Context: an optimization exercise on an open-source flow, tuned for small area, a short achievable clock period and few clock cycles per item. The choices shown serve that exercise and are no tape-out recipe.
In this exercise RTL edits were held to simulation tests only and were not proved equivalent to the original.
Power and IR drop assume default switching activity.

==> flow/design.v <==
`default_nettype none
package bdq_pkg;
    localparam int OP_W     = 3;
    localparam int STATUS_W = 2;
    localparam int VALUE_W  = 32;
    localparam logic [OP_W-1:0] OP_PUSH_FRONT = 3'd0;
    localparam logic [OP_W-1:0] OP_PUSH_BACK  = 3'd1;
    localparam logic [OP_W-1:0] OP_LIST       = 3'd2;
    localparam logic [OP_W-1:0] OP_POP_FRONT  = 3'd3;
    localparam logic [OP_W-1:0] OP_POP_BACK   = 3'd4;
    localparam logic [STATUS_W-1:0] STAT_OK    = 2'd0;
    localparam logic [STATUS_W-1:0] STAT_EMPTY = 2'd1;
    localparam logic [STATUS_W-1:0] STAT_FULL  = 2'd2;
endpackage
`default_nettype wire
`default_nettype none
import bdq_pkg::*;
module bounded_deque_with_dump
#(
    parameter int DEPTH      = 16,
    parameter int DATA_WIDTH = 32
) (
    input  wire logic                         aclk,
    input  wire logic                         aresetn,
    input  wire logic                         s_valid,
    output logic                              s_ready,
    input  wire logic        [OP_W-1:0]       s_op,
    input  wire logic signed [VALUE_W-1:0]    s_value,
    output logic                              m_valid,
    input  wire logic                         m_ready,
    output logic             [STATUS_W-1:0]   m_status,
    output logic signed      [VALUE_W-1:0]    m_data,
    output logic             [$clog2(DEPTH+1)-1:0] m_fill,
    output logic                              m_last
);
    localparam int CNT_W = $clog2(DEPTH + 1);
    localparam int PTR_W = $clog2(DEPTH);
    logic [DATA_WIDTH-1:0] mem [DEPTH];
    logic [PTR_W-1:0]      head_q, tail_q;      
    logic [CNT_W-1:0]      cnt_q;
    logic                  empty_q;
    logic                  rdy_q;
    logic [DEPTH-1:0]      wen_q;               
    logic                  dv_q;                
    logic [STATUS_W-1:0]   d_st_q;
    logic [CNT_W-1:0]      d_fill_q;
    logic                  d_last_q;
    logic                  d_more_q;            
    logic [PTR_W-1:0]      d_rem_q;             
    logic [DEPTH-1:0]      d_rsel_q;            
    logic                  ov_q;                
    logic [STATUS_W-1:0]   o_st_q;
    logic [VALUE_W-1:0]    o_data_q;
    logic [CNT_W-1:0]      o_fill_q;
    logic                  o_last_q;
    logic                  kv_q;                
    logic [STATUS_W-1:0]   k_st_q;
    logic [VALUE_W-1:0]    k_data_q;
    logic [CNT_W-1:0]      k_fill_q;
    logic                  k_last_q;
    logic                  kv_n, dv_n, more_n;
    logic                  acc;
    logic                  full;
    logic                  is_push, is_list, is_popf, is_popb, is_pop;
    logic [DEPTH-1:0]      head_oh, tail_oh, back_oh;
    assign acc     = s_valid && rdy_q;
    assign full    = cnt_q[CNT_W-1];
    assign is_push = (s_op == OP_PUSH_FRONT) || (s_op == OP_PUSH_BACK);
    assign is_list = (s_op == OP_LIST);
    assign is_popf = (s_op == OP_POP_FRONT);
    assign is_popb = (s_op == OP_POP_BACK);
    assign is_pop  = is_popf || is_popb;
    always_comb begin
        for (int i = 0; i < DEPTH; i++) begin
            head_oh[i] = (head_q == PTR_W'(i));
            tail_oh[i] = (tail_q == PTR_W'(i));
            back_oh[i] = (tail_q == PTR_W'(i + 1));
        end
    end
    logic [STATUS_W-1:0]   n_st;
    logic [CNT_W-1:0]      n_fill;
    logic                  n_last, n_more;
    logic [PTR_W-1:0]      n_rem;
    logic [DEPTH-1:0]      n_rsel;
    always_comb begin
        n_st   = STAT_OK;
        n_fill = cnt_q;
        n_last = 1'b1;
        n_more = 1'b0;
        n_rem  = PTR_W'(cnt_q - CNT_W'(2));
        n_rsel = '0;
        if (is_push) begin
            if (full) n_st = STAT_FULL;
            else      n_fill = cnt_q + CNT_W'(1);
        end else if (is_list || is_pop) begin
            if (empty_q) begin
                n_st = STAT_EMPTY;
            end else begin
                n_rsel = is_popb ? back_oh : head_oh;
                if (is_pop) begin
                    n_fill = cnt_q - CNT_W'(1);
                end else begin
                    n_last = (cnt_q == CNT_W'(1));
                    n_more = !n_last;
                end
            end
        end
    end
    logic [PTR_W-1:0]      head_n, tail_n;
    logic [CNT_W-1:0]      cnt_n;
    always_comb begin
        head_n = head_q;
        tail_n = tail_q;
        cnt_n  = cnt_q;
        if (acc) begin
            if (is_push && !full) begin
                cnt_n = cnt_q + CNT_W'(1);
                if (s_op[0]) tail_n = tail_q + PTR_W'(1);
                else         head_n = head_q - PTR_W'(1);
            end
            if (is_pop && !empty_q) begin
                cnt_n = cnt_q - CNT_W'(1);
                if (is_popf) head_n = head_q + PTR_W'(1);
                else         tail_n = tail_q - PTR_W'(1);
            end
        end
    end
    logic                  take_pf, take_pb, take_qf, take_qb, full_n;
    logic [DEPTH-1:0]      wen_h, wen_t, wen_n;
    assign take_pf = acc && (s_op == OP_PUSH_FRONT) && !full;
    assign take_pb = acc && (s_op == OP_PUSH_BACK)  && !full;
    assign take_qf = acc && is_popf && !empty_q;
    assign take_qb = acc && is_popb && !empty_q;
    assign full_n  = (take_pf || take_pb) ? (cnt_q == CNT_W'(DEPTH - 1))
                                          : (full && !(take_qf || take_qb));
    always_comb begin
        for (int i = 0; i < DEPTH; i++) begin
            wen_h[i] = take_pf ? head_oh[(i + 2) % DEPTH] :
                       take_qf ? head_oh[i] : head_oh[(i + 1) % DEPTH];
            wen_t[i] = take_pb ? tail_oh[(i + DEPTH - 1) % DEPTH] :
                       take_qb ? tail_oh[(i + 1) % DEPTH] : tail_oh[i];
        end
        wen_n = (wen_h | wen_t) & {DEPTH{!(kv_n && dv_n) && !full_n}};
    end
    logic                  fire, take;
    logic [VALUE_W-1:0]    b_data;
    assign fire = dv_q && !kv_q;
    assign take = m_ready || !ov_q;
    always_comb begin
        b_data = '0;
        for (int i = 0; i < DEPTH; i++) b_data = b_data | (mem[i] & {VALUE_W{d_rsel_q[i]}});
    end
    assign kv_n   = !take && (kv_q || fire);
    assign dv_n   = acc || (dv_q && !(fire && !d_more_q));
    assign more_n = acc ? n_more : (fire ? (d_rem_q != '0) : d_more_q);
    always_ff @(posedge aclk) begin
        if (!aresetn) begin
            head_q   <= '0;
            tail_q   <= '0;
            cnt_q    <= '0;
            empty_q  <= 1'b1;
            dv_q     <= 1'b0;
            d_more_q <= 1'b0;
            kv_q     <= 1'b0;
            ov_q     <= 1'b0;
            rdy_q    <= 1'b1;
            wen_q    <= DEPTH'(1) | (DEPTH'(1) << (DEPTH - 1));
        end else begin
            head_q   <= head_n;
            tail_q   <= tail_n;
            cnt_q    <= cnt_n;
            empty_q  <= (cnt_n == '0);
            dv_q     <= dv_n;
            d_more_q <= more_n;
            kv_q     <= kv_n;
            rdy_q    <= !dv_n || (!kv_n && !more_n);
            if (take) ov_q <= kv_q || fire;
            wen_q    <= wen_n;
        end
    end
    always_ff @(posedge aclk) begin
        for (int i = 0; i < DEPTH; i++) begin
            if (wen_q[i]) mem[i] <= s_value;
        end
    end
    always_ff @(posedge aclk) begin
        if (acc) begin
            d_st_q   <= n_st;
            d_fill_q <= n_fill;
            d_last_q <= n_last;
            d_rem_q  <= n_rem;
            d_rsel_q <= n_rsel;
        end else if (fire) begin
            d_last_q <= (d_rem_q == '0);
            d_rem_q  <= d_rem_q - PTR_W'(1);
            d_rsel_q <= {d_rsel_q[DEPTH-2:0], d_rsel_q[DEPTH-1]};
        end
    end
    always_ff @(posedge aclk) begin
        if (!kv_q) begin
            k_st_q   <= d_st_q;
            k_data_q <= b_data;
            k_fill_q <= d_fill_q;
            k_last_q <= d_last_q;
        end
    end
    always_ff @(posedge aclk) begin
        if (take) begin
            o_st_q   <= kv_q ? k_st_q   : d_st_q;
            o_data_q <= kv_q ? k_data_q : b_data;
            o_fill_q <= kv_q ? k_fill_q : d_fill_q;
            o_last_q <= kv_q ? k_last_q : d_last_q;
        end
    end
    assign s_ready  = rdy_q;
    assign m_valid  = ov_q;
    assign m_status = o_st_q;
    assign m_data   = o_data_q;
    assign m_fill   = o_fill_q;
    assign m_last   = o_last_q;
endmodule
`default_nettype wire
Settings: LEC_CHECK=0, ABC_CLOCK_PERIOD_IN_PS=2000, CAP_MARGIN=20, CORE_MARGIN=2, CORE_UTILIZATION=65, CTS_CLUSTER_DIAMETER=60, CTS_CLUSTER_SIZE=25, SETUP_SLACK_MARGIN=2.9, SLEW_MARGIN=20; clock period 5.0 ns.
run.sh (not shown) runs the stock make flow with config.mk's settings and CLKGATE_MAP_FILE= SYNTH_SCRIPT=/design/flow/synth_recipe.tcl, a recipe that flattens the netlist after the stock synthesis.
Testbench counts at the start, summed over its fixed seeds: cycles 11,579, items 8,000.
Edit:
--- a/flow/design.v
+++ b/flow/design.v
@@ -38,11 +38,10 @@
     logic [DATA_WIDTH-1:0] mem [DEPTH];
     logic [PTR_W-1:0]      head_q, tail_q;      
     logic [CNT_W-1:0]      cnt_q;
     logic                  empty_q;
     logic                  rdy_q;
-    logic [DEPTH-1:0]      wen_q;               
     logic                  dv_q;                
     logic [STATUS_W-1:0]   d_st_q;
     logic [CNT_W-1:0]      d_fill_q;
     logic                  d_last_q;
     logic                  d_more_q;            
@@ -123,27 +122,10 @@
                 if (is_popf) head_n = head_q + PTR_W'(1);
                 else         tail_n = tail_q - PTR_W'(1);
             end
         end
     end
-    logic                  take_pf, take_pb, take_qf, take_qb, full_n;
-    logic [DEPTH-1:0]      wen_h, wen_t, wen_n;
-    assign take_pf = acc && (s_op == OP_PUSH_FRONT) && !full;
-    assign take_pb = acc && (s_op == OP_PUSH_BACK)  && !full;
-    assign take_qf = acc && is_popf && !empty_q;
-    assign take_qb = acc && is_popb && !empty_q;
-    assign full_n  = (take_pf || take_pb) ? (cnt_q == CNT_W'(DEPTH - 1))
-                                          : (full && !(take_qf || take_qb));
-    always_comb begin
-        for (int i = 0; i < DEPTH; i++) begin
-            wen_h[i] = take_pf ? head_oh[(i + 2) % DEPTH] :
-                       take_qf ? head_oh[i] : head_oh[(i + 1) % DEPTH];
-            wen_t[i] = take_pb ? tail_oh[(i + DEPTH - 1) % DEPTH] :
-                       take_qb ? tail_oh[(i + 1) % DEPTH] : tail_oh[i];
-        end
-        wen_n = (wen_h | wen_t) & {DEPTH{!(kv_n && dv_n) && !full_n}};
-    end
     logic                  fire, take;
     logic [VALUE_W-1:0]    b_data;
     assign fire = dv_q && !kv_q;
     assign take = m_ready || !ov_q;
     always_comb begin
@@ -162,27 +144,30 @@
             dv_q     <= 1'b0;
             d_more_q <= 1'b0;
             kv_q     <= 1'b0;
             ov_q     <= 1'b0;
             rdy_q    <= 1'b1;
-            wen_q    <= DEPTH'(1) | (DEPTH'(1) << (DEPTH - 1));
         end else begin
             head_q   <= head_n;
             tail_q   <= tail_n;
             cnt_q    <= cnt_n;
             empty_q  <= (cnt_n == '0);
             dv_q     <= dv_n;
             d_more_q <= more_n;
             kv_q     <= kv_n;
             rdy_q    <= !dv_n || (!kv_n && !more_n);
             if (take) ov_q <= kv_q || fire;
-            wen_q    <= wen_n;
-        end
+        end
+    end
+    logic [DEPTH-1:0]      wen;
+    always_comb begin
+        for (int i = 0; i < DEPTH; i++)
+            wen[i] = !(kv_q && dv_q) && !full && (head_oh[(i + 1) % DEPTH] || tail_oh[i]);
     end
     always_ff @(posedge aclk) begin
         for (int i = 0; i < DEPTH; i++) begin
-            if (wen_q[i]) mem[i] <= s_value;
+            if (wen[i]) mem[i] <= s_value;
         end
     end
     always_ff @(posedge aclk) begin
         if (acc) begin
             d_st_q   <= n_st;
Effect: The changed run completed with no timing, DRC or antenna violations. Final area shrinks by 3.1%. Total power decreases by 1.9%. Critical path depth does not change. Sequential share of layout area went up by 0.87 points. Clock skew stays flat. Wire length falls by 8.4%. Flip-flop and latch count falls by 16.
Testbench counts after the change, summed over its fixed seeds: cycles 11,579, items 8,000.

-- static timing again, ports no longer ideal --
How much do the figures lean on ideal ports? The routed layouts below were timed once more, with nothing changed but the port constraints. Step 1 assumes that a clkbuf_16 drives the clock port and a buf_2 every other input. Step 2 moves the port delays by t, midway between the first and last clock arrival at a register: inputs arrive t later, outputs are due t later. That takes back most of the time a late clock gives input paths. Three values: ideal ports, drivers, drivers and shift; two values: the first two.
run | t (ns) | slack for setup (ns) | hold WS [ns] | latest minus earliest clock arrival (ns)
the first run | 0.625 | 2.859 / 2.806 / 2.294 | 0.480 / 0.480 / 0.480 | 0.021 / 0.021
the second run | 0.609 | 2.837 / 2.782 / 2.354 | 0.476 / 0.476 / 0.476 | 0.025 / 0.025
After both steps setup and hold are still met in every run listed. For the first run, which loses most, drivers alone change the setup slack by -0.053 ns; drivers and shift together by -0.565 ns.
